This design comes from an exercise in tuning for small area, a short achievable clock period and few clock cycles on the open sky130 flow, not from production work. In this exercise RTL edits were held to simulation tests only and were not proved equivalent to the original.

==> flow/flow/run.sh <==
#!/bin/bash
# Standard layout, with the port buffers made from the smallest plain buffer, a clock tree
# of clkbuf_8 buffers without dummy loads, and timing repair aiming for 5.8 ns of setup slack
# (a 3.2 ns period) at the design's 9 ns clock.
set -euo pipefail
export BUFFER_PORTS_ARGS="-buffer_cell sky130_fd_sc_hd__buf_1"
export CTS_ARGS="-sink_clustering_enable -repair_clock_nets -dont_use_dummy_load -buf_list {sky130_fd_sc_hd__clkbuf_8}"
export SETUP_SLACK_MARGIN=5.8
bash standard.sh > standard_flow.log 2>&1
==> flow/standard.sh <==
#!/bin/bash
# synth_recipe.tcl (not shown) runs the flow's synth.tcl, then flattens the netlist and writes it again
# the make line also repeats each setting of config.mk as NAME=value (left out here)
make -C /OpenROAD-flow-scripts/flow DESIGN_CONFIG=/design/flow/config.mk WORK_HOME=/design/flow/orfs CLKGATE_MAP_FILE= SYNTH_SCRIPT=/design/flow/synth_recipe.tcl "${@:-finish}"
==> flow/config.mk <==
export PLATFORM = sky130hd
export DESIGN_NAME = conv_rescaler
export DESIGN_NICKNAME = conv_rescaler
export VERILOG_FILES = /design/flow/design.v
export SDC_FILE = /design/flow/constraint.sdc
export NUM_CORES = 4
export LEC_CHECK = 0
export ABC_CLOCK_PERIOD_IN_PS = 3500
export CAP_MARGIN = 20
export CORE_MARGIN = 2
export CORE_UTILIZATION = 40
export SLEW_MARGIN = 20
==> flow/constraint.sdc <==
create_clock -name core_clock -period 9.0 [get_ports {clock}]
set_input_delay 1.8000 -clock core_clock [delete_from_list [all_inputs] [get_ports {clock}]]
set_output_delay 1.8000 -clock core_clock [all_outputs]
set_load 0.01 [all_outputs]
==> flow/design.v <==
module conv_rescaler #(
    parameter int NB_PIXEL = 19,
    parameter int NB_COUNT = 32,
    parameter int NB_OUT   = 8,
    parameter int NB_FRAC  = 16
) (
    input  logic                clock,
    input  logic                reset,
    input  logic                i_extremesValid,
    input  logic [NB_PIXEL-1:0] i_maxValue,
    input  logic [NB_PIXEL-1:0] i_minValue,
    input  logic [NB_COUNT-1:0] i_imageSize,
    input  logic                i_valid,
    input  logic [NB_PIXEL-1:0] i_convValue,
    output logic                o_ready,
    output logic [NB_OUT-1:0]   o_pixel,
    output logic                o_valid,
    output logic                o_endSignal
);
    localparam int NB_R     = NB_PIXEL;
    localparam int NB_SCALE = NB_OUT + NB_FRAC;           
    localparam int ND       = (NB_R + 2) / 2;             
    localparam int LC       = 10;                         
    localparam logic [NB_SCALE-1:0] DIVIDEND = {{NB_OUT{1'b1}}, {NB_FRAC{1'b0}}};
    logic                 busy_q, init_q, prep_q, div_q, run_q;
    logic                 init_d, prep_d, div_d, run_d;
    logic                 v0_q, l0_q, v1_q, l1_q, v2_q, l2_q, v3_q, e3_q;
    logic [NB_PIXEL:0]    c_q;        
    logic [NB_PIXEL-1:0]  min_q, max_q;
    logic                 gt_q;       
    logic                 lt_q;       
    logic                 rneg_q;     
    logic [NB_R-1:0]      range_q;
    logic [NB_COUNT-1:0]  count_q;    
    logic [NB_SCALE-1:0]  scale_q;
    logic [3*ND-2:0]      bd_q;       
    logic [NB_SCALE-1:LC] psa_q, psb_q, psc_q;
    logic                 pc1_q, pc2_q;
    logic [NB_OUT-1:0]    pixel_q;
    logic idle, accept, last_acc, lone_end, start;
    logic [NB_PIXEL:0]    delta;      
    logic                 d_neg, d_big, span_ok;   
    logic [NB_R-1:0]      d_clamp;
    logic [NB_R+1:0]      dx;         
    logic [ND-1:0]        b_one, b_two, b_neg;
    logic [NB_R-1:0]      rem_next;
    logic                 q_bit, dbit_next;
    logic [NB_R-1:0]      lead;       
    logic [NB_R-1:0]      rem_init;
    logic [NB_SCALE:0]    ra, rb, rc;
    logic [LC-1:0]        lo_s, lo_c;
    logic                 lo_co;
    logic [NB_SCALE-LC-1:0] hi_s, hi_c, hi_sum;
    logic [NB_COUNT-1:0]  count_dec;
    logic [NB_R:0]        dsum;
    logic                 dsub_c, gt, lt;
    assign idle     = !busy_q;
    assign accept   = i_valid && run_q;
    assign last_acc = accept && (count_q == NB_COUNT'(1));
    assign start    = idle && i_extremesValid;
    assign lone_end = start && (i_imageSize == '0);
    cr_adds #(NB_PIXEL + 1) u_delta (
        .a(c_q), .b(~{min_q[NB_PIXEL-1], min_q}), .ci(1'b1),
        .s(delta), .co());
    assign d_neg   = lt_q;
    assign span_ok = !rneg_q && (range_q != '0);
    cr_cmp #(NB_PIXEL) u_gt (
        .a({~i_convValue[NB_PIXEL-1], i_convValue[NB_PIXEL-2:0]}),
        .b(~{~max_q[NB_PIXEL-1], max_q[NB_PIXEL-2:0]}), .ci(1'b0), .co(gt));
    assign d_big = gt_q;
    cr_cmp #(NB_PIXEL) u_lt (
        .a({~min_q[NB_PIXEL-1], min_q[NB_PIXEL-2:0]}),
        .b(~{~i_convValue[NB_PIXEL-1], i_convValue[NB_PIXEL-2:0]}), .ci(1'b0), .co(lt));
    always_comb begin
        d_clamp = delta[NB_R-1:0];
        if (d_neg)
            d_clamp = '0;
        else if (d_big)
            d_clamp = range_q;
    end
    assign dx = {1'b0, d_clamp, 1'b0};
    always_comb begin
        for (int r = 0; r < ND; r++) begin
            b_one[r] = dx[2*r+1] ^ dx[2*r];
            b_two[r] = (dx[2*r+2] && !dx[2*r+1] && !dx[2*r]) || (!dx[2*r+2] && dx[2*r+1] && dx[2*r]);
            b_neg[r] = dx[2*r+2];
        end
    end
    always_comb begin
        for (int i = 0; i < NB_R; i++) begin
            lead[i] = range_q[i];
            for (int j = i + 1; j < NB_R; j++)
                if (range_q[j]) lead[i] = 1'b0;
        end
        for (int i = 0; i < NB_R; i++) begin
            rem_init[i] = 1'b0;
            for (int j = i + 1; j <= i + NB_OUT && j < NB_R; j++)
                rem_init[i] = rem_init[i] | lead[j];
        end
    end
    cr_adds #(NB_R + 1) u_div (.a(c_q), .b(~{1'b0, range_q}), .ci(1'b1), .s(dsum), .co(dsub_c));
    assign q_bit     = dsub_c;
    assign rem_next  = q_bit ? dsum[NB_R-1:0] : c_q[NB_R-1:0];
    assign dbit_next = (scale_q[NB_SCALE-2:NB_OUT-1] == '0);
    cr_add #(NB_COUNT) u_cnt (.a(count_q), .b('1), .ci(1'b0), .s(count_dec), .co());
    cr_mul u_mul (.a(scale_q), .one(bd_q[ND-1:0]), .two(bd_q[2*ND-1:ND]),
                  .neg({1'b0, bd_q[3*ND-2:2*ND]}), .ra(ra), .rb(rb), .rc(rc));
    assign lo_s = ra[LC-1:0] ^ rb[LC-1:0] ^ rc[LC-1:0];
    assign lo_c = (ra[LC-1:0] & rb[LC-1:0]) | (ra[LC-1:0] & rc[LC-1:0]) | (rb[LC-1:0] & rc[LC-1:0]);
    cr_cmp #(LC) u_lo (.a(lo_s), .b({lo_c[LC-2:0], 1'b0}), .ci(1'b0), .co(lo_co));
    assign hi_s = psa_q ^ psb_q ^ psc_q;
    assign hi_c = (psa_q & psb_q) | (psa_q & psc_q) | (psb_q & psc_q);
    cr_adds #(NB_SCALE - LC) u_hi (.a(hi_s), .b({hi_c[NB_SCALE-LC-2:0], pc1_q}), .ci(pc2_q), .s(hi_sum), .co());
    assign init_d = start && !lone_end;
    assign prep_d = init_q;
    assign div_d  = (prep_q && span_ok) || (div_q && !scale_q[NB_SCALE-1]);
    assign run_d  = (prep_q && !span_ok) || (div_q && !scale_q[NB_SCALE-1] && scale_q[NB_SCALE-2]) || (run_q && !last_acc);
    always_ff @(posedge clock or negedge reset) begin
        if (!reset) begin
            busy_q <= 1'b0;
            init_q <= 1'b0;
            prep_q <= 1'b0;
            div_q  <= 1'b0;
            run_q  <= 1'b0;
            v0_q   <= 1'b0;
            l0_q   <= 1'b0;
            v1_q   <= 1'b0;
            l1_q   <= 1'b0;
            v2_q   <= 1'b0;
            l2_q   <= 1'b0;
            v3_q   <= 1'b0;
            e3_q   <= 1'b0;
        end else begin
            busy_q <= init_d || prep_d || div_d || run_d;
            init_q <= init_d;
            prep_q <= prep_d;
            div_q  <= div_d;
            run_q  <= run_d;
            v0_q   <= accept;
            l0_q   <= last_acc;
            v1_q   <= v0_q;
            l1_q   <= l0_q;
            v2_q   <= v1_q;
            l2_q   <= v1_q && l1_q;
            v3_q   <= v2_q;
            e3_q   <= l2_q || lone_end;
        end
    end
    always_ff @(posedge clock) begin
        if (idle)
            c_q <= {i_maxValue[NB_PIXEL-1], i_maxValue};
        else if (prep_q)
            c_q <= {rem_init, (lead[NB_R-1:NB_OUT] == '0)};
        else if (div_q && !scale_q[NB_SCALE-1])
            c_q <= {rem_next, dbit_next};
        else
            c_q <= {i_convValue[NB_PIXEL-1], i_convValue};
        if (idle) begin
            min_q   <= i_minValue;
            max_q   <= i_maxValue;
            count_q <= i_imageSize;
        end else if (accept) begin
            count_q <= count_dec;
        end
        if (init_q)
            range_q <= delta[NB_R-1:0];
        if (prep_q)
            scale_q <= span_ok ? NB_SCALE'(lead) : '0;
        else if (div_q)
            scale_q <= {scale_q[NB_SCALE-2:0], q_bit};
        bd_q <= {b_neg[ND-2:0], b_two, b_one};
        gt_q <= gt;
        lt_q <= lt;
        if (init_q)
            rneg_q <= delta[NB_PIXEL];
        psa_q   <= ra[NB_SCALE-1:LC];
        psb_q   <= rb[NB_SCALE-1:LC];
        psc_q   <= rc[NB_SCALE-1:LC];
        pc1_q   <= lo_c[LC-1];
        pc2_q   <= lo_co;
        pixel_q <= hi_sum[NB_SCALE-LC-1:NB_FRAC-LC];
    end
    assign o_ready     = run_q;
    assign o_pixel     = pixel_q;
    assign o_valid     = v3_q;
    assign o_endSignal = e3_q;
endmodule
module cr_add #(
    parameter int W = 8
) (
    input  logic [W-1:0] a,
    input  logic [W-1:0] b,
    input  logic         ci,
    output logic [W-1:0] s,
    output logic         co
);
    localparam int L = $clog2(W + 1);
    localparam int N = 1 << L;
    logic [N-1:0] g, p, x;
    always_comb begin
        x = '0;
        g = '0;
        p = '0;
        x[W-1:0] = a ^ b;
        g[W-1:0] = a & b;
        p[W-1:0] = x[W-1:0];
        g[0] = g[0] | (p[0] & ci);
        for (int d = 0; d < L; d++)
            for (int i = (2 << d) - 1; i < N; i += (2 << d)) begin
                g[i] = g[i] | (p[i] & g[i - (1 << d)]);
                p[i] = p[i] & p[i - (1 << d)];
            end
        for (int d = L - 2; d >= 0; d--)
            for (int i = 3 * (1 << d) - 1; i < N; i += (2 << d)) begin
                g[i] = g[i] | (p[i] & g[i - (1 << d)]);
                p[i] = p[i] & p[i - (1 << d)];
            end
        s[0] = x[0] ^ ci;
        for (int i = 1; i < W; i++)
            s[i] = x[i] ^ g[i - 1];
        co = g[W - 1];
    end
endmodule
module cr_adds #(
    parameter int W = 8
) (
    input  logic [W-1:0] a,
    input  logic [W-1:0] b,
    input  logic         ci,
    output logic [W-1:0] s,
    output logic         co
);
    localparam int L = $clog2(W + 1);
    localparam int N = 1 << L;
    logic [N-1:0] g, p, x;
    always_comb begin
        x = '0;
        g = '0;
        p = '0;
        x[W-1:0] = a ^ b;
        g[W-1:0] = a & b;
        p[W-1:0] = x[W-1:0];
        g[0] = g[0] | (p[0] & ci);
        for (int d = 0; d < L; d++)
            for (int i = 0; i < N; i++)
                if ((i >> d) & 1) begin
                    g[i] = g[i] | (p[i] & g[((i >> d) << d) - 1]);
                    p[i] = p[i] & p[((i >> d) << d) - 1];
                end
        s[0] = x[0] ^ ci;
        for (int i = 1; i < W; i++)
            s[i] = x[i] ^ g[i - 1];
        co = g[W - 1];
    end
endmodule
module cr_cmp #(
    parameter int W = 8
) (
    input  logic [W-1:0] a,
    input  logic [W-1:0] b,
    input  logic         ci,
    output logic         co
);
    localparam int L = $clog2(W + 1);
    localparam int N = 1 << L;
    logic [N-1:0] g, p;
    always_comb begin
        g = '0;
        p = '0;
        g[W-1:0] = a & b;
        p[W-1:0] = a | b;
        g[0] = g[0] | (p[0] & ci);
        for (int d = 0; d < L; d++)
            for (int i = (2 << d) - 1; i < N; i += (2 << d)) begin
                g[i] = g[i] | (p[i] & g[i - (1 << d)]);
                p[i] = p[i] & p[i - (1 << d)];
            end
        for (int d = L - 2; d >= 0; d--)
            for (int i = 3 * (1 << d) - 1; i < N; i += (2 << d)) begin
                g[i] = g[i] | (p[i] & g[i - (1 << d)]);
                p[i] = p[i] & p[i - (1 << d)];
            end
        co = g[W - 1];
    end
endmodule
module cr_mul (input logic [23:0] a, input logic [9:0] one, input logic [9:0] two, input logic [9:0] neg, output logic [24:0] ra, output logic [24:0] rb, output logic [24:0] rc);
wire pp1;
wire pp2;
wire pp3;
wire pp4;
wire pp5;
wire pp6;
wire pp7;
wire pp8;
wire pp9;
wire pp10;
wire pp11;
wire pp12;
wire pp13;
wire pp14;
wire pp15;
wire pp16;
wire pp17;
wire pp18;
wire pp19;
wire pp20;
wire pp21;
wire pp22;
wire pp23;
wire pp24;
wire pp25;
wire pp26;
wire pp27;
wire pp28;
wire pp29;
wire pp30;
wire pp31;
wire pp32;
wire pp33;
wire pp34;
wire pp35;
wire pp36;
wire pp37;
wire pp38;
wire pp39;
wire pp40;
wire pp41;
wire pp42;
wire pp43;
wire pp44;
wire pp45;
wire pp46;
wire pp47;
wire pp48;
wire pp49;
wire pp50;
wire pp51;
wire pp52;
wire pp53;
wire pp54;
wire pp55;
wire pp56;
wire pp57;
wire pp58;
wire pp59;
wire pp60;
wire pp61;
wire pp62;
wire pp63;
wire pp64;
wire pp65;
wire pp66;
wire pp67;
wire pp68;
wire pp69;
wire pp70;
wire pp71;
wire pp72;
wire pp73;
wire pp74;
wire pp75;
wire pp76;
wire pp77;
wire pp78;
wire pp79;
wire pp80;
wire pp81;
wire pp82;
wire pp83;
wire pp84;
wire pp85;
wire pp86;
wire pp87;
wire pp88;
wire pp89;
wire pp90;
wire pp91;
wire pp92;
wire pp93;
wire pp94;
wire pp95;
wire pp96;
wire pp97;
wire pp98;
wire pp99;
wire pp100;
wire pp101;
wire pp102;
wire pp103;
wire pp104;
wire pp105;
wire pp106;
wire pp107;
wire pp108;
wire pp109;
wire pp110;
wire pp111;
wire pp112;
wire pp113;
wire pp114;
wire pp115;
wire pp116;
wire pp117;
wire pp118;
wire pp119;
wire pp120;
wire pp121;
wire pp122;
wire pp123;
wire pp124;
wire pp125;
wire pp126;
wire pp127;
wire pp128;
wire pp129;
wire pp130;
wire pp131;
wire pp132;
wire pp133;
wire pp134;
wire pp135;
wire pp136;
wire pp137;
wire pp138;
wire pp139;
wire pp140;
wire pp141;
wire pp142;
wire pp143;
wire pp144;
wire pp145;
wire pp146;
wire pp147;
wire pp148;
wire pp149;
wire pp150;
wire pp151;
wire pp152;
wire pp153;
wire pp154;
wire pp155;
wire pp156;
wire pp157;
wire pp158;
wire pp159;
wire pp160;
wire s161;
wire c162;
wire s163;
wire c164;
wire s165;
wire c166;
wire s167;
wire c168;
wire s169;
wire c170;
wire s171;
wire c172;
wire s173;
wire c174;
wire s175;
wire c176;
wire s177;
wire c178;
wire s179;
wire c180;
wire s181;
wire c182;
wire s183;
wire c184;
wire s185;
wire c186;
wire s187;
wire c188;
wire s189;
wire c190;
wire s191;
wire c192;
wire s193;
wire c194;
wire s195;
wire c196;
wire s197;
wire c198;
wire s199;
wire c200;
wire s201;
wire c202;
wire s203;
wire c204;
wire s205;
wire c206;
wire s207;
wire c208;
wire s209;
wire c210;
wire s211;
wire c212;
wire s213;
wire c214;
wire s215;
wire c216;
wire s217;
wire c218;
wire s219;
wire c220;
wire s221;
wire c222;
wire s223;
wire c224;
wire s225;
wire c226;
wire s227;
wire c228;
wire s229;
wire c230;
wire s231;
wire c232;
wire s233;
wire c234;
wire s235;
wire c236;
wire s237;
wire c238;
wire s239;
wire c240;
wire s241;
wire c242;
wire s243;
wire c244;
wire s245;
wire c246;
wire s247;
wire c248;
wire s249;
wire c250;
wire s251;
wire c252;
wire s253;
wire c254;
wire s255;
wire c256;
wire s257;
wire c258;
wire s259;
wire c260;
wire s261;
wire c262;
wire s263;
wire c264;
wire s265;
wire c266;
wire s267;
wire c268;
wire s269;
wire c270;
wire s271;
wire c272;
wire s273;
wire c274;
wire s275;
wire c276;
wire s277;
wire c278;
wire s279;
wire c280;
wire s281;
wire c282;
wire s283;
wire c284;
wire s285;
wire c286;
wire s287;
wire c288;
wire s289;
wire c290;
wire s291;
wire c292;
wire s293;
wire c294;
wire s295;
wire c296;
wire s297;
wire c298;
wire s299;
wire c300;
wire s301;
wire c302;
wire s303;
wire c304;
wire s305;
wire c306;
wire s307;
wire c308;
wire s309;
wire c310;
wire s311;
wire c312;
wire s313;
wire c314;
wire s315;
wire c316;
wire s317;
wire c318;
wire s319;
wire c320;
wire s321;
wire c322;
wire s323;
wire c324;
wire s325;
wire c326;
wire s327;
wire c328;
wire s329;
wire c330;
wire s331;
wire c332;
wire s333;
wire c334;
wire s335;
wire c336;
wire s337;
wire c338;
wire s339;
wire c340;
wire s341;
wire c342;
wire s343;
wire c344;
wire s345;
wire c346;
wire s347;
wire c348;
wire s349;
wire c350;
wire s351;
wire c352;
wire s353;
wire c354;
wire s355;
wire c356;
wire x357;
wire x358;
wire x359;
wire x360;
wire x361;
wire x362;
wire x363;
wire x364;
wire x365;
wire x366;
wire x367;
wire x368;
wire x369;
wire x370;
assign pp1 = ((one[0] & a[0])) ^ neg[0];
assign pp2 = ((one[0] & a[1]) | (two[0] & a[0])) ^ neg[0];
assign pp3 = ((one[0] & a[2]) | (two[0] & a[1])) ^ neg[0];
assign pp4 = ((one[0] & a[3]) | (two[0] & a[2])) ^ neg[0];
assign pp5 = ((one[0] & a[4]) | (two[0] & a[3])) ^ neg[0];
assign pp6 = ((one[0] & a[5]) | (two[0] & a[4])) ^ neg[0];
assign pp7 = ((one[0] & a[6]) | (two[0] & a[5])) ^ neg[0];
assign pp8 = ((one[0] & a[7]) | (two[0] & a[6])) ^ neg[0];
assign pp9 = ((one[0] & a[8]) | (two[0] & a[7])) ^ neg[0];
assign pp10 = ((one[0] & a[9]) | (two[0] & a[8])) ^ neg[0];
assign pp11 = ((one[0] & a[10]) | (two[0] & a[9])) ^ neg[0];
assign pp12 = ((one[0] & a[11]) | (two[0] & a[10])) ^ neg[0];
assign pp13 = ((one[0] & a[12]) | (two[0] & a[11])) ^ neg[0];
assign pp14 = ((one[0] & a[13]) | (two[0] & a[12])) ^ neg[0];
assign pp15 = ((one[0] & a[14]) | (two[0] & a[13])) ^ neg[0];
assign pp16 = ((one[0] & a[15]) | (two[0] & a[14])) ^ neg[0];
assign pp17 = ((one[0] & a[16]) | (two[0] & a[15])) ^ neg[0];
assign pp18 = ((one[0] & a[17]) | (two[0] & a[16])) ^ neg[0];
assign pp19 = ((one[0] & a[18]) | (two[0] & a[17])) ^ neg[0];
assign pp20 = ((one[0] & a[19]) | (two[0] & a[18])) ^ neg[0];
assign pp21 = ((one[0] & a[20]) | (two[0] & a[19])) ^ neg[0];
assign pp22 = ((one[0] & a[21]) | (two[0] & a[20])) ^ neg[0];
assign pp23 = ((one[0] & a[22]) | (two[0] & a[21])) ^ neg[0];
assign pp24 = ((one[0] & a[23]) | (two[0] & a[22])) ^ neg[0];
assign pp25 = ((two[0] & a[23])) ^ neg[0];
assign pp26 = ((one[1] & a[0])) ^ neg[1];
assign pp27 = ((one[1] & a[1]) | (two[1] & a[0])) ^ neg[1];
assign pp28 = ((one[1] & a[2]) | (two[1] & a[1])) ^ neg[1];
assign pp29 = ((one[1] & a[3]) | (two[1] & a[2])) ^ neg[1];
assign pp30 = ((one[1] & a[4]) | (two[1] & a[3])) ^ neg[1];
assign pp31 = ((one[1] & a[5]) | (two[1] & a[4])) ^ neg[1];
assign pp32 = ((one[1] & a[6]) | (two[1] & a[5])) ^ neg[1];
assign pp33 = ((one[1] & a[7]) | (two[1] & a[6])) ^ neg[1];
assign pp34 = ((one[1] & a[8]) | (two[1] & a[7])) ^ neg[1];
assign pp35 = ((one[1] & a[9]) | (two[1] & a[8])) ^ neg[1];
assign pp36 = ((one[1] & a[10]) | (two[1] & a[9])) ^ neg[1];
assign pp37 = ((one[1] & a[11]) | (two[1] & a[10])) ^ neg[1];
assign pp38 = ((one[1] & a[12]) | (two[1] & a[11])) ^ neg[1];
assign pp39 = ((one[1] & a[13]) | (two[1] & a[12])) ^ neg[1];
assign pp40 = ((one[1] & a[14]) | (two[1] & a[13])) ^ neg[1];
assign pp41 = ((one[1] & a[15]) | (two[1] & a[14])) ^ neg[1];
assign pp42 = ((one[1] & a[16]) | (two[1] & a[15])) ^ neg[1];
assign pp43 = ((one[1] & a[17]) | (two[1] & a[16])) ^ neg[1];
assign pp44 = ((one[1] & a[18]) | (two[1] & a[17])) ^ neg[1];
assign pp45 = ((one[1] & a[19]) | (two[1] & a[18])) ^ neg[1];
assign pp46 = ((one[1] & a[20]) | (two[1] & a[19])) ^ neg[1];
assign pp47 = ((one[1] & a[21]) | (two[1] & a[20])) ^ neg[1];
assign pp48 = ((one[1] & a[22]) | (two[1] & a[21])) ^ neg[1];
assign pp49 = ((one[2] & a[0])) ^ neg[2];
assign pp50 = ((one[2] & a[1]) | (two[2] & a[0])) ^ neg[2];
assign pp51 = ((one[2] & a[2]) | (two[2] & a[1])) ^ neg[2];
assign pp52 = ((one[2] & a[3]) | (two[2] & a[2])) ^ neg[2];
assign pp53 = ((one[2] & a[4]) | (two[2] & a[3])) ^ neg[2];
assign pp54 = ((one[2] & a[5]) | (two[2] & a[4])) ^ neg[2];
assign pp55 = ((one[2] & a[6]) | (two[2] & a[5])) ^ neg[2];
assign pp56 = ((one[2] & a[7]) | (two[2] & a[6])) ^ neg[2];
assign pp57 = ((one[2] & a[8]) | (two[2] & a[7])) ^ neg[2];
assign pp58 = ((one[2] & a[9]) | (two[2] & a[8])) ^ neg[2];
assign pp59 = ((one[2] & a[10]) | (two[2] & a[9])) ^ neg[2];
assign pp60 = ((one[2] & a[11]) | (two[2] & a[10])) ^ neg[2];
assign pp61 = ((one[2] & a[12]) | (two[2] & a[11])) ^ neg[2];
assign pp62 = ((one[2] & a[13]) | (two[2] & a[12])) ^ neg[2];
assign pp63 = ((one[2] & a[14]) | (two[2] & a[13])) ^ neg[2];
assign pp64 = ((one[2] & a[15]) | (two[2] & a[14])) ^ neg[2];
assign pp65 = ((one[2] & a[16]) | (two[2] & a[15])) ^ neg[2];
assign pp66 = ((one[2] & a[17]) | (two[2] & a[16])) ^ neg[2];
assign pp67 = ((one[2] & a[18]) | (two[2] & a[17])) ^ neg[2];
assign pp68 = ((one[2] & a[19]) | (two[2] & a[18])) ^ neg[2];
assign pp69 = ((one[2] & a[20]) | (two[2] & a[19])) ^ neg[2];
assign pp70 = ((one[3] & a[0])) ^ neg[3];
assign pp71 = ((one[3] & a[1]) | (two[3] & a[0])) ^ neg[3];
assign pp72 = ((one[3] & a[2]) | (two[3] & a[1])) ^ neg[3];
assign pp73 = ((one[3] & a[3]) | (two[3] & a[2])) ^ neg[3];
assign pp74 = ((one[3] & a[4]) | (two[3] & a[3])) ^ neg[3];
assign pp75 = ((one[3] & a[5]) | (two[3] & a[4])) ^ neg[3];
assign pp76 = ((one[3] & a[6]) | (two[3] & a[5])) ^ neg[3];
assign pp77 = ((one[3] & a[7]) | (two[3] & a[6])) ^ neg[3];
assign pp78 = ((one[3] & a[8]) | (two[3] & a[7])) ^ neg[3];
assign pp79 = ((one[3] & a[9]) | (two[3] & a[8])) ^ neg[3];
assign pp80 = ((one[3] & a[10]) | (two[3] & a[9])) ^ neg[3];
assign pp81 = ((one[3] & a[11]) | (two[3] & a[10])) ^ neg[3];
assign pp82 = ((one[3] & a[12]) | (two[3] & a[11])) ^ neg[3];
assign pp83 = ((one[3] & a[13]) | (two[3] & a[12])) ^ neg[3];
assign pp84 = ((one[3] & a[14]) | (two[3] & a[13])) ^ neg[3];
assign pp85 = ((one[3] & a[15]) | (two[3] & a[14])) ^ neg[3];
assign pp86 = ((one[3] & a[16]) | (two[3] & a[15])) ^ neg[3];
assign pp87 = ((one[3] & a[17]) | (two[3] & a[16])) ^ neg[3];
assign pp88 = ((one[3] & a[18]) | (two[3] & a[17])) ^ neg[3];
assign pp89 = ((one[4] & a[0])) ^ neg[4];
assign pp90 = ((one[4] & a[1]) | (two[4] & a[0])) ^ neg[4];
assign pp91 = ((one[4] & a[2]) | (two[4] & a[1])) ^ neg[4];
assign pp92 = ((one[4] & a[3]) | (two[4] & a[2])) ^ neg[4];
assign pp93 = ((one[4] & a[4]) | (two[4] & a[3])) ^ neg[4];
assign pp94 = ((one[4] & a[5]) | (two[4] & a[4])) ^ neg[4];
assign pp95 = ((one[4] & a[6]) | (two[4] & a[5])) ^ neg[4];
assign pp96 = ((one[4] & a[7]) | (two[4] & a[6])) ^ neg[4];
assign pp97 = ((one[4] & a[8]) | (two[4] & a[7])) ^ neg[4];
assign pp98 = ((one[4] & a[9]) | (two[4] & a[8])) ^ neg[4];
assign pp99 = ((one[4] & a[10]) | (two[4] & a[9])) ^ neg[4];
assign pp100 = ((one[4] & a[11]) | (two[4] & a[10])) ^ neg[4];
assign pp101 = ((one[4] & a[12]) | (two[4] & a[11])) ^ neg[4];
assign pp102 = ((one[4] & a[13]) | (two[4] & a[12])) ^ neg[4];
assign pp103 = ((one[4] & a[14]) | (two[4] & a[13])) ^ neg[4];
assign pp104 = ((one[4] & a[15]) | (two[4] & a[14])) ^ neg[4];
assign pp105 = ((one[4] & a[16]) | (two[4] & a[15])) ^ neg[4];
assign pp106 = ((one[5] & a[0])) ^ neg[5];
assign pp107 = ((one[5] & a[1]) | (two[5] & a[0])) ^ neg[5];
assign pp108 = ((one[5] & a[2]) | (two[5] & a[1])) ^ neg[5];
assign pp109 = ((one[5] & a[3]) | (two[5] & a[2])) ^ neg[5];
assign pp110 = ((one[5] & a[4]) | (two[5] & a[3])) ^ neg[5];
assign pp111 = ((one[5] & a[5]) | (two[5] & a[4])) ^ neg[5];
assign pp112 = ((one[5] & a[6]) | (two[5] & a[5])) ^ neg[5];
assign pp113 = ((one[5] & a[7]) | (two[5] & a[6])) ^ neg[5];
assign pp114 = ((one[5] & a[8]) | (two[5] & a[7])) ^ neg[5];
assign pp115 = ((one[5] & a[9]) | (two[5] & a[8])) ^ neg[5];
assign pp116 = ((one[5] & a[10]) | (two[5] & a[9])) ^ neg[5];
assign pp117 = ((one[5] & a[11]) | (two[5] & a[10])) ^ neg[5];
assign pp118 = ((one[5] & a[12]) | (two[5] & a[11])) ^ neg[5];
assign pp119 = ((one[5] & a[13]) | (two[5] & a[12])) ^ neg[5];
assign pp120 = ((one[5] & a[14]) | (two[5] & a[13])) ^ neg[5];
assign pp121 = ((one[6] & a[0])) ^ neg[6];
assign pp122 = ((one[6] & a[1]) | (two[6] & a[0])) ^ neg[6];
assign pp123 = ((one[6] & a[2]) | (two[6] & a[1])) ^ neg[6];
assign pp124 = ((one[6] & a[3]) | (two[6] & a[2])) ^ neg[6];
assign pp125 = ((one[6] & a[4]) | (two[6] & a[3])) ^ neg[6];
assign pp126 = ((one[6] & a[5]) | (two[6] & a[4])) ^ neg[6];
assign pp127 = ((one[6] & a[6]) | (two[6] & a[5])) ^ neg[6];
assign pp128 = ((one[6] & a[7]) | (two[6] & a[6])) ^ neg[6];
assign pp129 = ((one[6] & a[8]) | (two[6] & a[7])) ^ neg[6];
assign pp130 = ((one[6] & a[9]) | (two[6] & a[8])) ^ neg[6];
assign pp131 = ((one[6] & a[10]) | (two[6] & a[9])) ^ neg[6];
assign pp132 = ((one[6] & a[11]) | (two[6] & a[10])) ^ neg[6];
assign pp133 = ((one[6] & a[12]) | (two[6] & a[11])) ^ neg[6];
assign pp134 = ((one[7] & a[0])) ^ neg[7];
assign pp135 = ((one[7] & a[1]) | (two[7] & a[0])) ^ neg[7];
assign pp136 = ((one[7] & a[2]) | (two[7] & a[1])) ^ neg[7];
assign pp137 = ((one[7] & a[3]) | (two[7] & a[2])) ^ neg[7];
assign pp138 = ((one[7] & a[4]) | (two[7] & a[3])) ^ neg[7];
assign pp139 = ((one[7] & a[5]) | (two[7] & a[4])) ^ neg[7];
assign pp140 = ((one[7] & a[6]) | (two[7] & a[5])) ^ neg[7];
assign pp141 = ((one[7] & a[7]) | (two[7] & a[6])) ^ neg[7];
assign pp142 = ((one[7] & a[8]) | (two[7] & a[7])) ^ neg[7];
assign pp143 = ((one[7] & a[9]) | (two[7] & a[8])) ^ neg[7];
assign pp144 = ((one[7] & a[10]) | (two[7] & a[9])) ^ neg[7];
assign pp145 = ((one[8] & a[0])) ^ neg[8];
assign pp146 = ((one[8] & a[1]) | (two[8] & a[0])) ^ neg[8];
assign pp147 = ((one[8] & a[2]) | (two[8] & a[1])) ^ neg[8];
assign pp148 = ((one[8] & a[3]) | (two[8] & a[2])) ^ neg[8];
assign pp149 = ((one[8] & a[4]) | (two[8] & a[3])) ^ neg[8];
assign pp150 = ((one[8] & a[5]) | (two[8] & a[4])) ^ neg[8];
assign pp151 = ((one[8] & a[6]) | (two[8] & a[5])) ^ neg[8];
assign pp152 = ((one[8] & a[7]) | (two[8] & a[6])) ^ neg[8];
assign pp153 = ((one[8] & a[8]) | (two[8] & a[7])) ^ neg[8];
assign pp154 = (one[9] & a[0]);
assign pp155 = (one[9] & a[1]) | (two[9] & a[0]);
assign pp156 = (one[9] & a[2]) | (two[9] & a[1]);
assign pp157 = (one[9] & a[3]) | (two[9] & a[2]);
assign pp158 = (one[9] & a[4]) | (two[9] & a[3]);
assign pp159 = (one[9] & a[5]) | (two[9] & a[4]);
assign pp160 = (one[9] & a[6]) | (two[9] & a[5]);
assign s161 = pp17 ^ pp40;
assign c162 = pp17 & pp40;
assign s163 = pp18 ^ pp41;
assign c164 = pp18 & pp41;
assign s165 = pp19 ^ pp42 ^ pp63;
assign c166 = (pp19 & pp42) | (pp19 & pp63) | (pp42 & pp63);
assign s167 = pp20 ^ pp43 ^ pp64;
assign c168 = (pp20 & pp43) | (pp20 & pp64) | (pp43 & pp64);
assign s169 = pp21 ^ pp44 ^ pp65;
assign c170 = (pp21 & pp44) | (pp21 & pp65) | (pp44 & pp65);
assign s171 = pp22 ^ pp45 ^ pp66;
assign c172 = (pp22 & pp45) | (pp22 & pp66) | (pp45 & pp66);
assign s173 = pp23 ^ pp46 ^ pp67;
assign c174 = (pp23 & pp46) | (pp23 & pp67) | (pp46 & pp67);
assign s175 = pp24 ^ pp47 ^ pp68;
assign c176 = (pp24 & pp47) | (pp24 & pp68) | (pp47 & pp68);
assign s177 = pp11 ^ pp34;
assign c178 = pp11 & pp34;
assign s179 = pp12 ^ pp35;
assign c180 = pp12 & pp35;
assign s181 = pp13 ^ pp36 ^ pp57;
assign c182 = (pp13 & pp36) | (pp13 & pp57) | (pp36 & pp57);
assign s183 = pp76 ^ pp93;
assign c184 = pp76 & pp93;
assign s185 = pp14 ^ pp37 ^ pp58;
assign c186 = (pp14 & pp37) | (pp14 & pp58) | (pp37 & pp58);
assign s187 = pp77 ^ pp94;
assign c188 = pp77 & pp94;
assign s189 = pp15 ^ pp38 ^ pp59;
assign c190 = (pp15 & pp38) | (pp15 & pp59) | (pp38 & pp59);
assign s191 = pp78 ^ pp95 ^ pp110;
assign c192 = (pp78 & pp95) | (pp78 & pp110) | (pp95 & pp110);
assign s193 = pp123 ^ pp134;
assign c194 = pp123 & pp134;
assign s195 = pp16 ^ pp39 ^ pp60;
assign c196 = (pp16 & pp39) | (pp16 & pp60) | (pp39 & pp60);
assign s197 = pp79 ^ pp96 ^ pp111;
assign c198 = (pp79 & pp96) | (pp79 & pp111) | (pp96 & pp111);
assign s199 = pp124 ^ pp135;
assign c200 = pp124 & pp135;
assign s201 = pp61 ^ pp80 ^ pp97;
assign c202 = (pp61 & pp80) | (pp61 & pp97) | (pp80 & pp97);
assign s203 = pp112 ^ pp125 ^ pp136;
assign c204 = (pp112 & pp125) | (pp112 & pp136) | (pp125 & pp136);
assign s205 = pp145 ^ neg[8] ^ s161;
assign c206 = (pp145 & neg[8]) | (pp145 & s161) | (neg[8] & s161);
assign s207 = pp62 ^ pp81 ^ pp98;
assign c208 = (pp62 & pp81) | (pp62 & pp98) | (pp81 & pp98);
assign s209 = pp113 ^ pp126 ^ pp137;
assign c210 = (pp113 & pp126) | (pp113 & pp137) | (pp126 & pp137);
assign s211 = pp146 ^ s163 ^ c162;
assign c212 = (pp146 & s163) | (pp146 & c162) | (s163 & c162);
assign s213 = pp82 ^ pp99 ^ pp114;
assign c214 = (pp82 & pp99) | (pp82 & pp114) | (pp99 & pp114);
assign s215 = pp127 ^ pp138 ^ pp147;
assign c216 = (pp127 & pp138) | (pp127 & pp147) | (pp138 & pp147);
assign s217 = pp154 ^ s165 ^ c164;
assign c218 = (pp154 & s165) | (pp154 & c164) | (s165 & c164);
assign s219 = pp83 ^ pp100 ^ pp115;
assign c220 = (pp83 & pp100) | (pp83 & pp115) | (pp100 & pp115);
assign s221 = pp128 ^ pp139 ^ pp148;
assign c222 = (pp128 & pp139) | (pp128 & pp148) | (pp139 & pp148);
assign s223 = pp155 ^ s167 ^ c166;
assign c224 = (pp155 & s167) | (pp155 & c166) | (s167 & c166);
assign s225 = pp84 ^ pp101 ^ pp116;
assign c226 = (pp84 & pp101) | (pp84 & pp116) | (pp101 & pp116);
assign s227 = pp129 ^ pp140 ^ pp149;
assign c228 = (pp129 & pp140) | (pp129 & pp149) | (pp140 & pp149);
assign s229 = pp156 ^ s169 ^ c168;
assign c230 = (pp156 & s169) | (pp156 & c168) | (s169 & c168);
assign s231 = pp85 ^ pp102 ^ pp117;
assign c232 = (pp85 & pp102) | (pp85 & pp117) | (pp102 & pp117);
assign s233 = pp130 ^ pp141 ^ pp150;
assign c234 = (pp130 & pp141) | (pp130 & pp150) | (pp141 & pp150);
assign s235 = pp157 ^ s171 ^ c170;
assign c236 = (pp157 & s171) | (pp157 & c170) | (s171 & c170);
assign s237 = pp86 ^ pp103 ^ pp118;
assign c238 = (pp86 & pp103) | (pp86 & pp118) | (pp103 & pp118);
assign s239 = pp131 ^ pp142 ^ pp151;
assign c240 = (pp131 & pp142) | (pp131 & pp151) | (pp142 & pp151);
assign s241 = pp158 ^ s173 ^ c172;
assign c242 = (pp158 & s173) | (pp158 & c172) | (s173 & c172);
assign s243 = pp87 ^ pp104 ^ pp119;
assign c244 = (pp87 & pp104) | (pp87 & pp119) | (pp104 & pp119);
assign s245 = pp132 ^ pp143 ^ pp152;
assign c246 = (pp132 & pp143) | (pp132 & pp152) | (pp143 & pp152);
assign s247 = pp159 ^ s175 ^ c174;
assign c248 = (pp159 & s175) | (pp159 & c174) | (s175 & c174);
assign s249 = pp7 ^ pp30;
assign c250 = pp7 & pp30;
assign s251 = pp8 ^ pp31;
assign c252 = pp8 & pp31;
assign s253 = pp9 ^ pp32 ^ pp53;
assign c254 = (pp9 & pp32) | (pp9 & pp53) | (pp32 & pp53);
assign s255 = pp72 ^ pp89;
assign c256 = pp72 & pp89;
assign s257 = pp10 ^ pp33 ^ pp54;
assign c258 = (pp10 & pp33) | (pp10 & pp54) | (pp33 & pp54);
assign s259 = pp73 ^ pp90;
assign c260 = pp73 & pp90;
assign s261 = pp55 ^ pp74 ^ pp91;
assign c262 = (pp55 & pp74) | (pp55 & pp91) | (pp74 & pp91);
assign s263 = pp106 ^ neg[5] ^ s177;
assign c264 = (pp106 & neg[5]) | (pp106 & s177) | (neg[5] & s177);
assign s265 = pp56 ^ pp75 ^ pp92;
assign c266 = (pp56 & pp75) | (pp56 & pp92) | (pp75 & pp92);
assign s267 = pp107 ^ s179 ^ c178;
assign c268 = (pp107 & s179) | (pp107 & c178) | (s179 & c178);
assign s269 = pp108 ^ pp121 ^ neg[6];
assign c270 = (pp108 & pp121) | (pp108 & neg[6]) | (pp121 & neg[6]);
assign s271 = s181 ^ s183 ^ c180;
assign c272 = (s181 & s183) | (s181 & c180) | (s183 & c180);
assign s273 = pp109 ^ pp122 ^ s185;
assign c274 = (pp109 & pp122) | (pp109 & s185) | (pp122 & s185);
assign s275 = s187 ^ c182 ^ c184;
assign c276 = (s187 & c182) | (s187 & c184) | (c182 & c184);
assign s277 = neg[7] ^ s189 ^ s191;
assign c278 = (neg[7] & s189) | (neg[7] & s191) | (s189 & s191);
assign s279 = s193 ^ c186 ^ c188;
assign c280 = (s193 & c186) | (s193 & c188) | (c186 & c188);
assign s281 = s195 ^ s197 ^ s199;
assign c282 = (s195 & s197) | (s195 & s199) | (s197 & s199);
assign s283 = c190 ^ c192 ^ c194;
assign c284 = (c190 & c192) | (c190 & c194) | (c192 & c194);
assign s285 = s201 ^ s203 ^ s205;
assign c286 = (s201 & s203) | (s201 & s205) | (s203 & s205);
assign s287 = c196 ^ c198 ^ c200;
assign c288 = (c196 & c198) | (c196 & c200) | (c198 & c200);
assign s289 = s207 ^ s209 ^ s211;
assign c290 = (s207 & s209) | (s207 & s211) | (s209 & s211);
assign s291 = c202 ^ c204 ^ c206;
assign c292 = (c202 & c204) | (c202 & c206) | (c204 & c206);
assign s293 = s213 ^ s215 ^ s217;
assign c294 = (s213 & s215) | (s213 & s217) | (s215 & s217);
assign s295 = c208 ^ c210 ^ c212;
assign c296 = (c208 & c210) | (c208 & c212) | (c210 & c212);
assign s297 = s219 ^ s221 ^ s223;
assign c298 = (s219 & s221) | (s219 & s223) | (s221 & s223);
assign s299 = c214 ^ c216 ^ c218;
assign c300 = (c214 & c216) | (c214 & c218) | (c216 & c218);
assign s301 = s225 ^ s227 ^ s229;
assign c302 = (s225 & s227) | (s225 & s229) | (s227 & s229);
assign s303 = c220 ^ c222 ^ c224;
assign c304 = (c220 & c222) | (c220 & c224) | (c222 & c224);
assign s305 = s231 ^ s233 ^ s235;
assign c306 = (s231 & s233) | (s231 & s235) | (s233 & s235);
assign s307 = c226 ^ c228 ^ c230;
assign c308 = (c226 & c228) | (c226 & c230) | (c228 & c230);
assign s309 = s237 ^ s239 ^ s241;
assign c310 = (s237 & s239) | (s237 & s241) | (s239 & s241);
assign s311 = c232 ^ c234 ^ c236;
assign c312 = (c232 & c234) | (c232 & c236) | (c234 & c236);
assign s313 = s243 ^ s245 ^ s247;
assign c314 = (s243 & s245) | (s243 & s247) | (s245 & s247);
assign s315 = c238 ^ c240 ^ c242;
assign c316 = (c238 & c240) | (c238 & c242) | (c240 & c242);
assign s317 = pp5 ^ pp28;
assign c318 = pp5 & pp28;
assign s319 = pp6 ^ pp29;
assign c320 = pp6 & pp29;
assign s321 = pp51 ^ pp70 ^ neg[3];
assign c322 = (pp51 & pp70) | (pp51 & neg[3]) | (pp70 & neg[3]);
assign s323 = pp52 ^ pp71 ^ s251;
assign c324 = (pp52 & pp71) | (pp52 & s251) | (pp71 & s251);
assign s325 = neg[4] ^ s253 ^ s255;
assign c326 = (neg[4] & s253) | (neg[4] & s255) | (s253 & s255);
assign s327 = s257 ^ s259 ^ c254;
assign c328 = (s257 & s259) | (s257 & c254) | (s259 & c254);
assign s329 = s261 ^ s263 ^ c258;
assign c330 = (s261 & s263) | (s261 & c258) | (s263 & c258);
assign s331 = s265 ^ s267 ^ c262;
assign c332 = (s265 & s267) | (s265 & c262) | (s267 & c262);
assign s333 = s269 ^ s271 ^ c266;
assign c334 = (s269 & s271) | (s269 & c266) | (s271 & c266);
assign s335 = s273 ^ s275 ^ c270;
assign c336 = (s273 & s275) | (s273 & c270) | (s275 & c270);
assign s337 = s277 ^ s279 ^ c274;
assign c338 = (s277 & s279) | (s277 & c274) | (s279 & c274);
assign s339 = s281 ^ s283 ^ c278;
assign c340 = (s281 & s283) | (s281 & c278) | (s283 & c278);
assign s341 = s285 ^ s287 ^ c282;
assign c342 = (s285 & s287) | (s285 & c282) | (s287 & c282);
assign s343 = s289 ^ s291 ^ c286;
assign c344 = (s289 & s291) | (s289 & c286) | (s291 & c286);
assign s345 = s293 ^ s295 ^ c290;
assign c346 = (s293 & s295) | (s293 & c290) | (s295 & c290);
assign s347 = s297 ^ s299 ^ c294;
assign c348 = (s297 & s299) | (s297 & c294) | (s299 & c294);
assign s349 = s301 ^ s303 ^ c298;
assign c350 = (s301 & s303) | (s301 & c298) | (s303 & c298);
assign s351 = s305 ^ s307 ^ c302;
assign c352 = (s305 & s307) | (s305 & c302) | (s307 & c302);
assign s353 = s309 ^ s311 ^ c306;
assign c354 = (s309 & s311) | (s309 & c306) | (s311 & c306);
assign s355 = s313 ^ s315 ^ c310;
assign c356 = (s313 & s315) | (s313 & c310) | (s315 & c310);
assign x357 = pp25 ^ pp48;
assign x358 = pp69 ^ pp88;
assign x359 = pp105 ^ pp120;
assign x360 = pp133 ^ pp144;
assign x361 = pp153 ^ pp160;
assign x362 = x357 ^ x358;
assign x363 = x359 ^ x360;
assign x364 = x361 ^ x362;
assign x365 = x363 ^ c176;
assign x366 = c244 ^ c246;
assign x367 = x364 ^ x365;
assign x368 = x366 ^ x367;
assign x369 = c248 ^ x368;
assign x370 = x369 ^ c314;
assign ra = {c316, c312, c308, c304, c300, c296, c292, c288, c284, c280, c276, c272, c268, c264, c260, c256, c252, c250, s249, pp50, pp49, pp4, pp3, pp2, pp1};
assign rb = {x370, s355, s353, s351, s349, s347, s345, s343, s341, s339, s337, s335, s333, s331, s329, s327, s325, s323, s321, s319, neg[2], pp27, pp26, 1'b0, neg[0]};
assign rc = {c356, c354, c352, c350, c348, c346, c344, c342, c340, c338, c336, c334, c332, c330, c328, c326, c324, c322, c320, c318, s317, 1'b0, neg[1], 1'b0, 1'b0};
endmodule
==> results.ini, run 1 <==
[routing]
antenna_left = 0
routed_via_density = 5.521
routedWlPerCell_um = 18.95
dr.pass1.iters = 7
wirelength_um = 43740
drc = 0
via_count = 12740
dr.first_iter.drc_count = 912

[timing]
rsz0062_at_grt = true
setup_viol = 0
fin_skew_ns = 0.09425
fin_setup_tns_ns = 0
fmax_ghz = 0.3080
max-slew-margin-rel_pct = 36.70
tightest_slew_ns = 0.9495
period_share_pct = 36.08
slew_violations = 0
fin_crit_ns = 3.247
hold_violations = 0

[setup_path]
rr_worst_depth = 8
crit_fanout = 12
arrival_ns = 3.68
crit_path_start_kind = flop
cpPeakStageDelay_ns = 0.78
end_kind = flop
worst_path_max_delay_cell = edfxtp_1
required_ns = 9.43
worstSetupPathType = reg2reg
path_cells = a22oi_1, xnor2_1, ha_1, fa_1, fa_1, a22o_1, nor4_2, nor4_2

[outcome]
status = complete, no violations

[final_layout]
drive_gt1_share_pct = 13.23
multi_input_area_um2 = 9889
regArea_um2 = 5842
area_growth_pct = 14.21
nNetsFinal = 2055
n_antenna_cell = 0
fillers = 3887
fin_util_pct = 46.10

[global_routing]
grt_usage_pct = 20.85
grt_pass1_vias = 13110
grt_pass1_wl_um = 69440
gr-total-overflow = 0
antenna_found_initial = 0
grt_max_degree = 84

[floorplanning]
die_w_um = 206.8
ioPinCount = 104
start_util_pct = 40.36
die_h_um = 206.8
fp.dieArea_um2 = 42750
core_area_um2 = 40740
rows = 74

[clock_tree]
cts_made_buffers = 42
htree_levels = 2
cts_root_buf = clkbuf_8
cts.clk_slew.worst_paths_ns = 0.06
holdBufCountCts = 0
clockBufferDepth = 3
clk_latency_ns = 0.62
cts_sinks = 230
cts_tree = done

[yosys]
synth_top_area_share_pct = 20.82
synth_cell_types = 78
ys_warn_count = 6
syn_area_per_cell_um2 = 10.02
synth_fp_nets = 1918
yosysTopAreaCell = edfxtp_1
synthesis.instances = 1641
ys_ff_latch = 230
synthArstFlopShare_pct = 5.652
synth-edff-count = 114
netlist_area_um2 = 16440
synthFlopType = edfxtp_1
yosys-top-cells-area = edfxtp_1 21%, dfxtp_1 13%, fa_1 12%
synth_seq_area_share_pct = 35.34

[worst_hold_path]
hold_class = reg2reg
worstHoldPathCells = 0

[placement]
place.gp.congestion = 0.8878
port_buffers = 103
dpl.hpwl_um = 30110

[job]
drv_cap = 0

==> cell usage after synthesis (7+ instances only) <==
cell type  instances
nand2b_1          18
a21o_1            13
maj3_1             9
nor4_1            25
xor2_1            74
a22oi_1          143
nand2_1           70
dfxtp_1          103
o21a_1            12
nor2_1            86
nand4_1           14
xnor2_1          133
o31ai_1            8
nor2b_1           13
clkbuf_1          78
a21oi_1           61
ha_1              82
dfrtp_1           13
o221ai_1           8
nor3_1            32
mux2_2            12
o211ai_1           8
fa_1             102
nand3_1           23
mux2i_1           14
inv_1            163
edfxtp_1         114
o21ai_0           60
o22ai_1           10
buf_1             23
nor3b_1            7
a211oi_1           8
==> state kept, by name (all words and copies together) (netlist names), 8 cells and up <==
signal	count
scale_q	24
c_q	20
max_q	19
bd_q	29
pixel_q	8
psa_q	14
psb_q	14
psc_q	14
count_q	32
range_q	19
min_q	19
==> logic make-up (layout without fill, tap and decap cells) <==
family	count (synthesis)	count (layout)	share of synthesized area, %
compound gates	392	392	16.50
simple gates	321	321	9.770
buf+inv	267	402	6.103
flops	230	230	35.34
xor+xnor	208	208	11.12
fa+ha+maj	196	196	19.41
mux	27	27	1.758
==> through the flow <==
step | worst slack [ns] | hold slack (ns) | instance area [µm²] | cells
global placement | 5.132 | 0.3340 | 17260 | 2192
detailed placement | 5.105 | 0.3358 | 17260 | 2192
global route | 5.613 | 0.3466 | 18780 | 2308
finish | 5.753 | 0.3365 | 18780 | 2308
CTS | 5.773 | 0.3431 | 18290 | 2271
floorplan | 5.415 | 0.3312 | 16470 | 1641
==> per-layer routing <==
layer  routed length, µm  track usage, %  share of wire [%]
met1               18760           26.88                 43
met2               20900           34.76                 48
met3                2512           3.548                5.7
met4                1566           8.612                3.6
met5                   0               0                  0
==> worst max-delay path, delay by kind of cell (launching register included) <==
family,cells,cell delay [ns]
AO/OA/AOI/OAI,2,0.42
XOR/XNOR,1,0.17
flip-flops,1,0.78
AND/OR/NAND/NOR,2,0.37
adder cells (fa/ha/maj),3,1.32
==> cell type report <==
type | count | area share (%)
Sequential cell | 230 | 31.11
Inverter | 165 | 3.318
Tap cell | 532 | 3.544
Multi-Input combinational cell | 1144 | 52.66
Clock buffer | 42 | 3.078
Timing Repair Buffer | 195 | 6.296
==> layout by cell type, fill, tap and decap left out, types with 23 or more instances in the layout <==
| master | count |
|---|---|
| a21oi_1 | 59 |
| a22oi_1 | 123 |
| buf_1 | 102 |
| buf_4 | 78 |
| clkbuf_8 | 42 |
| dfxtp_1 | 92 |
| edfxtp_1 | 114 |
| fa_1 | 97 |
| ha_1 | 82 |
| inv_1 | 162 |
| nand2_1 | 70 |
| nand3_1 | 23 |
| nor2_1 | 86 |
| nor3_1 | 32 |
| o21ai_0 | 57 |
| xnor2_1 | 131 |
| xor2_1 | 72 |
==> repair_timing <==
item,CTS,global route
setup endpoints to repair,26,22
gates resized for setup,42,46
cloned,2,0
pin swaps,19,36
buffers inserted,35,37
==> path summary, 6_finish.rpt <==
kind,end,slack (ns),startpoint
worst max-delay path,pc2_q,5.75,scale_q[0]
worst min-delay path,l1_q,0.34,l0_q
worst max register to register,pc2_q,5.75,scale_q[0]
worst min register to register,l1_q,0.34,l0_q
max in group asynchronous,busy_q,7.28,reset
min in group asynchronous,v2_q,1.21,reset
Testbench counts, summed over its fixed seeds: cycles 20,300.
==> run 2: changes to the inputs <==
==> flow/flow/run.sh (replaced) <==
#!/bin/bash
# Standard layout, with the port buffers made from the smallest plain buffer, a clock tree
# of clkbuf_8 buffers without dummy loads, and timing repair aiming for 5.7 ns of setup slack
# (a 3.3 ns period) at the design's 9 ns clock.
set -euo pipefail
export BUFFER_PORTS_ARGS="-buffer_cell sky130_fd_sc_hd__buf_1"
export CTS_ARGS="-sink_clustering_enable -repair_clock_nets -dont_use_dummy_load -buf_list {sky130_fd_sc_hd__clkbuf_8}"
export SETUP_SLACK_MARGIN=5.7
bash standard.sh > standard_flow.log 2>&1
==> run 2 against run 1 <==
- critical endpoint is now psb_q[23]
- worst hold slack better by 0.0052 ns
- final area down 2.0%
- register-to-register slack worse by 0.06 ns
- non-clock buffer count is 25 lower
- first-iteration DRC count up 8.7%
==> results.ini, run 2 <==
[floorplanning]
core_area_um2 = 40740  ; unchanged
ioPinCount = 104  ; unchanged
start_util_pct = 40.36  ; unchanged
die_h_um = 206.8  ; unchanged
rows = 74  ; unchanged
fp.dieArea_um2 = 42750  ; unchanged
die_w_um = 206.8  ; unchanged

[final_layout]
n_antenna_cell = 0  ; unchanged
layout_common_cells = 162 x inv_1, 140 x a22oi_1, 131 x xnor2_1  ; was 162 x inv_1, 131 x xnor2_1, 123 x a22oi_1
multi_input_area_um2 = 9761  ; was 9889 µm²
drive_gt1_share_pct = 10.39  ; was 13.23%
regArea_um2 = 5841  ; was 5842 µm²
top_regs = count_q x32, bd_q x29, scale_q x24  ; unchanged
area_growth_pct = 11.94  ; was 14.21%
nNetsFinal = 2030  ; was 2055
fin_util_pct = 45.18  ; was 46.10%
fillers = 3965  ; was 3887
regMostFlops = count_q  ; unchanged
layout_commonest_cell = inv_1  ; unchanged
largest_register_ffs = 32  ; unchanged

[clock_tree]
cts_made_buffers = 42  ; unchanged
clk_latency_ns = 0.61  ; was 0.62 ns
clockBufferDepth = 3  ; unchanged
cts_sinks = 230  ; unchanged
cts.clk_slew.worst_paths_ns = 0.05  ; was 0.06 ns
cts_root_buf = clkbuf_8  ; unchanged
htree_levels = 2  ; unchanged
cts_tree = done  ; unchanged

[timing]
fin_setup_tns_ns = 0  ; unchanged
fin_skew_ns = 0.06571  ; was 0.09425 ns
hold_violations = 0  ; unchanged
slew_violations = 0  ; unchanged
max-slew-margin-rel_pct = 38.14  ; was 36.70%
fmax_ghz = 0.3026  ; was 0.3080 GHz
period_share_pct = 36.72  ; was 36.08%
setup_viol = 0  ; unchanged
tightest_slew_ns = 0.9279  ; was 0.9495 ns
rsz0062_at_grt = true  ; unchanged
fin_crit_ns = 3.305  ; was 3.247 ns

[yosys]
syn_area_per_cell_um2 = 10.02  ; unchanged
yosysTopAreaCell = edfxtp_1  ; unchanged
yosysMostFrequentCell = inv_1  ; unchanged
synth_cell_types = 78  ; unchanged
synthesis.instances = 1641  ; unchanged
ys_warn_count = 6  ; unchanged
ys_ff_latch = 230  ; unchanged
synthFlopType = edfxtp_1  ; unchanged
synth_fp_nets = 1918  ; unchanged
synthArstFlopShare_pct = 5.652  ; unchanged
synth_seq_area_share_pct = 35.34  ; unchanged
synth_top_area_share_pct = 20.82  ; unchanged
synth_common_cells = 163 x inv_1, 143 x a22oi_1, 133 x xnor2_1, 114 x edfxtp_1, 103 x dfxtp_1  ; unchanged
synth-edff-count = 114  ; unchanged
yosys-top-cells-area = edfxtp_1 21%, dfxtp_1 13%, fa_1 12%  ; unchanged
netlist_area_um2 = 16440  ; unchanged

[setup_path]
r2r-end = psb_q[23]  ; was pc2_q
crit_fanout = 6  ; was 12
critPathLaunch = scale_q[17]  ; was scale_q[0]
rr_worst_depth = 12  ; was 8
worstSetupPathType = reg2reg  ; unchanged
r2r_setup_slack_ns = 5.69  ; was 5.75 ns
cpPeakStageDelay_ns = 0.49  ; was 0.78 ns
endpoint = psb_q[23]  ; was pc2_q
critical_path_buf_inv_count = 2  ; was 0
end_kind = flop  ; unchanged
required_ns = 9.45  ; was 9.43 ns
r2r-start = scale_q[17]  ; was scale_q[0]
crit_path_start_kind = flop  ; unchanged
arrival_ns = 3.76  ; was 3.68 ns
path_cells = buf_4, a22oi_1, xor2_1, fa_1, fa_1, inv_1, fa_1, xnor2_2, xnor2_1, xnor2_1, xnor2_1, xnor2_1  ; was a22oi_1, xnor2_1, ha_1, fa_1, fa_1, a22o_1, nor4_2, nor4_2
cp_top_family = adder cells  ; unchanged
cp_common_cell = xnor2_1
worst_path_max_delay_cell = edfxtp_1  ; unchanged
crit_cells = 12  ; was 8

[routing]
drc = 0  ; unchanged
via_count = 12570  ; was 12740
routedWlPerCell_um = 18.67  ; was 18.95 µm
routed_via_density = 5.508  ; was 5.521
wirelength_um = 42620  ; was 43740 µm
dr.pass1.iters = 5  ; was 7
dr.first_iter.drc_count = 991  ; was 912
antenna_left = 0  ; unchanged

[global_routing]
antenna_found_initial = 0  ; unchanged
grt_max_degree = 84  ; unchanged
grt_pass1_wl_um = 68220  ; was 69440 µm
gr-total-overflow = 0  ; unchanged
grt_pass1_vias = 12910  ; was 13110
grt_usage_pct = 20.36  ; was 20.85%

[placement]
port_buffers = 103  ; unchanged
dpl.hpwl_um = 30310  ; was 30110 µm
place.gp.congestion = 0.8963  ; was 0.8878

[worst_hold_path]
hold_class = reg2reg  ; unchanged

[outcome]
status = complete, no violations  ; unchanged

[job]
drv_cap = 0  ; unchanged

run 2: cell counts after synthesis:
No cell type changed its count.
run 2: final cells by class:
class | instances | area share, %
multi-input cells | 1144 | 53.03
flip-flops and latches | 230 | 31.73
repair buffers | 170 | 5.119
well taps | 532 | 3.616
inverters | 165 | 3.365
clock buffers | 42 | 3.141
run 2: cell families after synthesis:
family	Yosys count	synth area share [%]
adder cells (fa/ha/maj)	196	19.41
multiplexers	27	1.758
XOR/XNOR	208	11.12
AND/OR/NAND/NOR	321	9.770
buffers and inverters	267	6.103
flip-flops	230	35.34
AO/OA/AOI/OAI	392	16.50
run 2: timing repair:
action / 4_1_cts / 5_1_grt
hold buffers: 0 / 0
pin swaps: 0 / 26
setup endpoints to repair: 16 / 15
cloned: 0 / 1
gates resized for setup: 16 / 31
setup buffers: 15 / 34
run 2: worst min path at each step:
stage / from / to / slack (ns) / cells after the start
5_1_grt: l0_q / l1_q / 0.35 / 0
3_3_place_gp: v0_q / v1_q / 0.34 / 0
4_1_cts: l0_q / l1_q / 0.34 / 0
6_report: l0_q / l1_q / 0.34 / 0
2_1_floorplan: l0_q / l1_q / 0.33 / 0
3_5_place_dp: l0_q / l1_q / 0.34 / 0
run 2: stage by stage:
step | area [µm²] | hold slack, ns | std cells | setup slack (ns)
3_5_place_dp | 17250 | 0.3373 | 2191 | 5.133
6_report | 18410 | 0.3416 | 2283 | 5.695
2_1_floorplan | 16450 | 0.3312 | 1641 | 5.415
3_3_place_gp | 17250 | 0.3351 | 2191 | 5.124
4_1_cts | 18000 | 0.3424 | 2248 | 5.682
5_1_grt | 18410 | 0.3486 | 2283 | 5.578
run 2: layer usage:
metal / share of wire (%) / routed length [µm] / track usage (%)
met1: 43 / 18200 / 26.04
met2: 47 / 20150 / 34.17
met3: 6.7 / 2877 / 4.082
met4: 3.3 / 1401 / 7.421
met5: 0 / 0 / 0
==> run 3: changes to the inputs <==
--- a/flow/design.v
+++ b/flow/design.v
@@ -114,7 +114,7 @@
     assign init_d = start && !lone_end;
     assign prep_d = init_q;
     assign div_d  = (prep_q && span_ok) || (div_q && !scale_q[NB_SCALE-1]);
-    assign run_d  = (prep_q && !span_ok) || (div_q && !scale_q[NB_SCALE-1] && scale_q[NB_SCALE-2]) || (run_q && !last_acc);
+    assign run_d  = (prep_q && !span_ok) || (div_q && scale_q[NB_SCALE-1]) || (run_q && !last_acc);
     always_ff @(posedge clock or negedge reset) begin
         if (!reset) begin
             busy_q <= 1'b0;
@@ -151,7 +151,7 @@
             c_q <= {i_maxValue[NB_PIXEL-1], i_maxValue};
         else if (prep_q)
             c_q <= {rem_init, (lead[NB_R-1:NB_OUT] == '0)};
-        else if (div_q && !scale_q[NB_SCALE-1])
+        else if (div_q)
             c_q <= {rem_next, dbit_next};
         else
             c_q <= {i_convValue[NB_PIXEL-1], i_convValue};
==> run 3 against run 2 <==
- clock-buffer cell count increased by 1
- critical path type unchanged
- largest cell class unchanged
- utilization up 0.069 points
- routed wire length up 5.8%
- still clean
- critical path depth fell by 1
- final cell count up 0.57%
==> results.ini, run 3 <==
[outcome]
status = complete, no violations  ; unchanged

[routing]
dr.pass1.iters = 8  ; was 5
routedWlPerCell_um = 19.63  ; was 18.67 µm
antenna_left = 0  ; unchanged
via_count = 12930  ; was 12570
highest-signal-layer = met4  ; unchanged
met2WireLength_um = 20920  ; was 20150 µm
wirelength_um = 45080  ; was 42620 µm
dr.first_iter.drc_count = 1137  ; was 991
routedLengthMet1_um = 19480  ; was 18200 µm
wl_met3_um = 3168  ; was 2877 µm

[yosys]
synth_cell_types = 72  ; was 78
yosys-top-cells-area = edfxtp_1 21%, dfxtp_1 12%, fa_1 12%  ; was edfxtp_1 21%, dfxtp_1 13%, fa_1 12%
ys_warn_count = 6  ; unchanged
synth_fp_nets = 1934  ; was 1918
synthesis.instances = 1657  ; was 1641
yosysMostFrequentCell = inv_1  ; unchanged
yosysTopAreaCell = edfxtp_1  ; unchanged
synth_seq_area_share_pct = 35.14  ; was 35.34%
syn_area_per_cell_um2 = 9.980  ; was 10.02 µm²
netlist_area_um2 = 16540  ; was 16440 µm²
synth-edff-count = 114  ; unchanged

[global_routing]
grt_pass1_wl_um = 71730  ; was 68220 µm
grt_pass1_vias = 13050  ; was 12910

[setup_path]
required_ns = 9.55  ; was 9.45 ns
cp_top_family = compound AO/OA/AOI/OAI gates  ; was adder cells
r2r_setup_slack_ns = 5.76  ; was 5.69 ns
crit_fanout = 4  ; was 6
worst_path_max_delay_cell = o41a_1  ; was edfxtp_1
critical_path_buf_inv_count = 2  ; unchanged
path_cells = inv_2, ha_1, a21oi_2, nand2_1, o211a_1, o41a_1, a311oi_4, buf_6, fa_1, mux2i_1, o2bb2ai_1  ; was buf_4, a22oi_1, xor2_1, fa_1, fa_1, inv_1, fa_1, xnor2_2, xnor2_1, xnor2_1, xnor2_1, xnor2_1
worstSetupPathType = reg2reg  ; unchanged
cpPeakStageDelay_ns = 0.50  ; was 0.49 ns
crit_path_start_kind = flop  ; unchanged

[clock_tree]
htree_levels = 2  ; unchanged
cts_root_buf = clkbuf_8  ; unchanged
cts_sinks = 230  ; unchanged
clk_latency_ns = 0.62  ; was 0.61 ns
clockBufferDepth = 3  ; unchanged
cts_tree = done  ; unchanged

[worst_hold_path]
hold_class = reg2reg  ; unchanged

[timing]
max-slew-margin-rel_pct = 33.20  ; was 38.14%
fmax_ghz = 0.3090  ; was 0.3026 GHz
tightest_slew_ns = 1.001  ; was 0.9279 ns
fin_crit_ns = 3.236  ; was 3.305 ns
fin_skew_ns = 0.08781  ; was 0.06571 ns
rsz0062_at_grt = true  ; unchanged
setup_viol = 0  ; unchanged
fin_setup_tns_ns = 0  ; unchanged
timing.hold.ws_ns = 0.3472  ; was 0.3416 ns
hold_violations = 0  ; unchanged
period_share_pct = 35.96  ; was 36.72%

[floorplanning]
fp.dieArea_um2 = 42990  ; was 42750 µm²
start_util_pct = 40.50  ; was 40.36%
ioPinCount = 104  ; unchanged
die_w_um = 207.3  ; was 206.8 µm
die_h_um = 207.3  ; was 206.8 µm
core_area_um2 = 40830  ; was 40740 µm²

[final_layout]
area_growth_pct = 11.73  ; was 11.94%
largest_register_ffs = 32  ; unchanged
regMostFlops = count_q  ; unchanged
n_antenna_cell = 0  ; unchanged
nNetsFinal = 2043  ; was 2030
drive_gt1_share_pct = 9.580  ; was 10.39%
fillers = 3883  ; was 3965
layout_commonest_cell = inv_1  ; unchanged

[placement]
place.gp.congestion = 0.9458  ; was 0.8963
port_buffers = 103  ; unchanged

run 3: cell types whose count changed after synthesis, sizes merged, moves of 6 or more:
cell,delta
mux2i,+12
nand2,+10
o21ai,+10
clkbuf,+9
maj3,+7
o211ai,+7
a21o,-6
mux2,-6
nand3,-6
run 3: stage by stage:
step / setup slack [ns] / instances / cell area [µm²] / util, %
after floorplan: 5.579 / 1657 / 16550 / -
after global placement: 5.200 / 2202 / 17310 / 42.40
after detailed placement: 5.223 / 2202 / 17310 / 42.40
after CTS: 5.677 / 2255 / 18020 / 44.13
after global routing: 5.655 / 2296 / 18480 / 45.25
final: 5.764 / 2296 / 18480 / 45.25
run 3: layer usage:
| metal | GRT usage [%] | vias up |
|---|---|---|
| met5 | 0 | - |
| met4 | 8.571 | 0 |
| li1 | - | 6049 |
| met2 | 33.16 | 565 |
| met1 | 28.23 | 6221 |
| met3 | 3.555 | 96 |
run 3: final cells by class:
cell class / instances / area (µm²) / share of cell area (%)
Inverter: 165 / 619.3 / 3.352
Tap cell: 532 / 665.6 / 3.603
Timing Repair Buffer: 168 / 887.1 / 4.801
Multi-Input combinational cell: 1158 / 9873 / 53.44
Clock buffer: 43 / 591.8 / 3.203
Sequential cell: 230 / 5839 / 31.60
run 3: final timing paths:
path / cells past startpoint / to / from
worst max-delay path: 11 / c_q[17] / range_q[5]
worst min-delay path: 0 / v1_q / v0_q
worst max register to register: 11 / c_q[17] / range_q[5]
worst min register to register: 0 / v1_q / v0_q
max in group asynchronous: 1 / busy_q / reset
min in group asynchronous: 1 / v3_q / reset
run 3: worst register-to-register path: cells and delay by family (launching register included):
| family | cells | cell delay, ns |
|---|---|---|
| AOI/OAI and AO/OA | 5 | 1.48 |
| DFF | 1 | 0.42 |
| and+or+nand+nor | 1 | 0.10 |
| adders and majority gates | 2 | 0.69 |
| buffers and inverters | 2 | 0.27 |
| muxes | 1 | 0.21 |
run 3: kinds of logic (layout without fill, tap and decap cells):
family / count (synthesis) / count (layout) / synth area share [%]
fa+ha+maj: 203 / 203 / 19.70
xor+xnor: 208 / 208 / 11.02
flops: 230 / 230 / 35.14
buf+inv: 272 / 376 / 6.265
simple gates: 313 / 313 / 9.125
mux: 33 / 33 / 2.043
compound gates: 398 / 401 / 16.71
run 3: timing repair:
action                                  CTS  global route
setup buffers                             9            39
cloned                                    1             2
hold buffers                              0             0
endpoints found under the setup margin   20            34
hold endpoints to repair                  0             0
gates resized for setup                  15            34
pin swaps                                 2            17
Testbench counts of run 3, summed over its fixed seeds: cycles 20,392.

afterwards: timing with drivers on the ports:
In the flow no input, the clock included, has a driving cell. The finished layouts below were timed again as built, in two steps.
Step 1 assumes that a clkbuf_16 drives the clock port and a buf_2 every other input.
Step 2 adds t to the input delays and takes it off the output delays; t is the mean of the earliest and latest rising clock arrival at the registers after step 1. Input paths then give back, and output paths get back, about the clock's delay inside the block.
a / b / c = ideal ports / drivers / drivers and shift; a / b = the first two.
| run | shift t [ns] | setup slack, ns | worst setup path at the end | slew at the worst register clock pin (ns) | pins driven straight from the clock port |
|---|---|---|---|---|---|
| run 1 | 0.619 | 5.753 / 5.753 / 5.264 | input to register | 0.06 / 0.06 | 1 |
| run 2 | 0.620 | 5.695 / 5.695 / 5.191 | input to register | 0.06 / 0.06 | 1 |
| run 3 | 0.625 | 5.764 / 5.764 / 5.257 | input to register | 0.06 / 0.06 | 1 |
After both steps setup and hold are still met in every run listed. For run 3, which loses most, drivers alone change the setup slack by 0.000 ns; drivers and shift together by -0.507 ns.
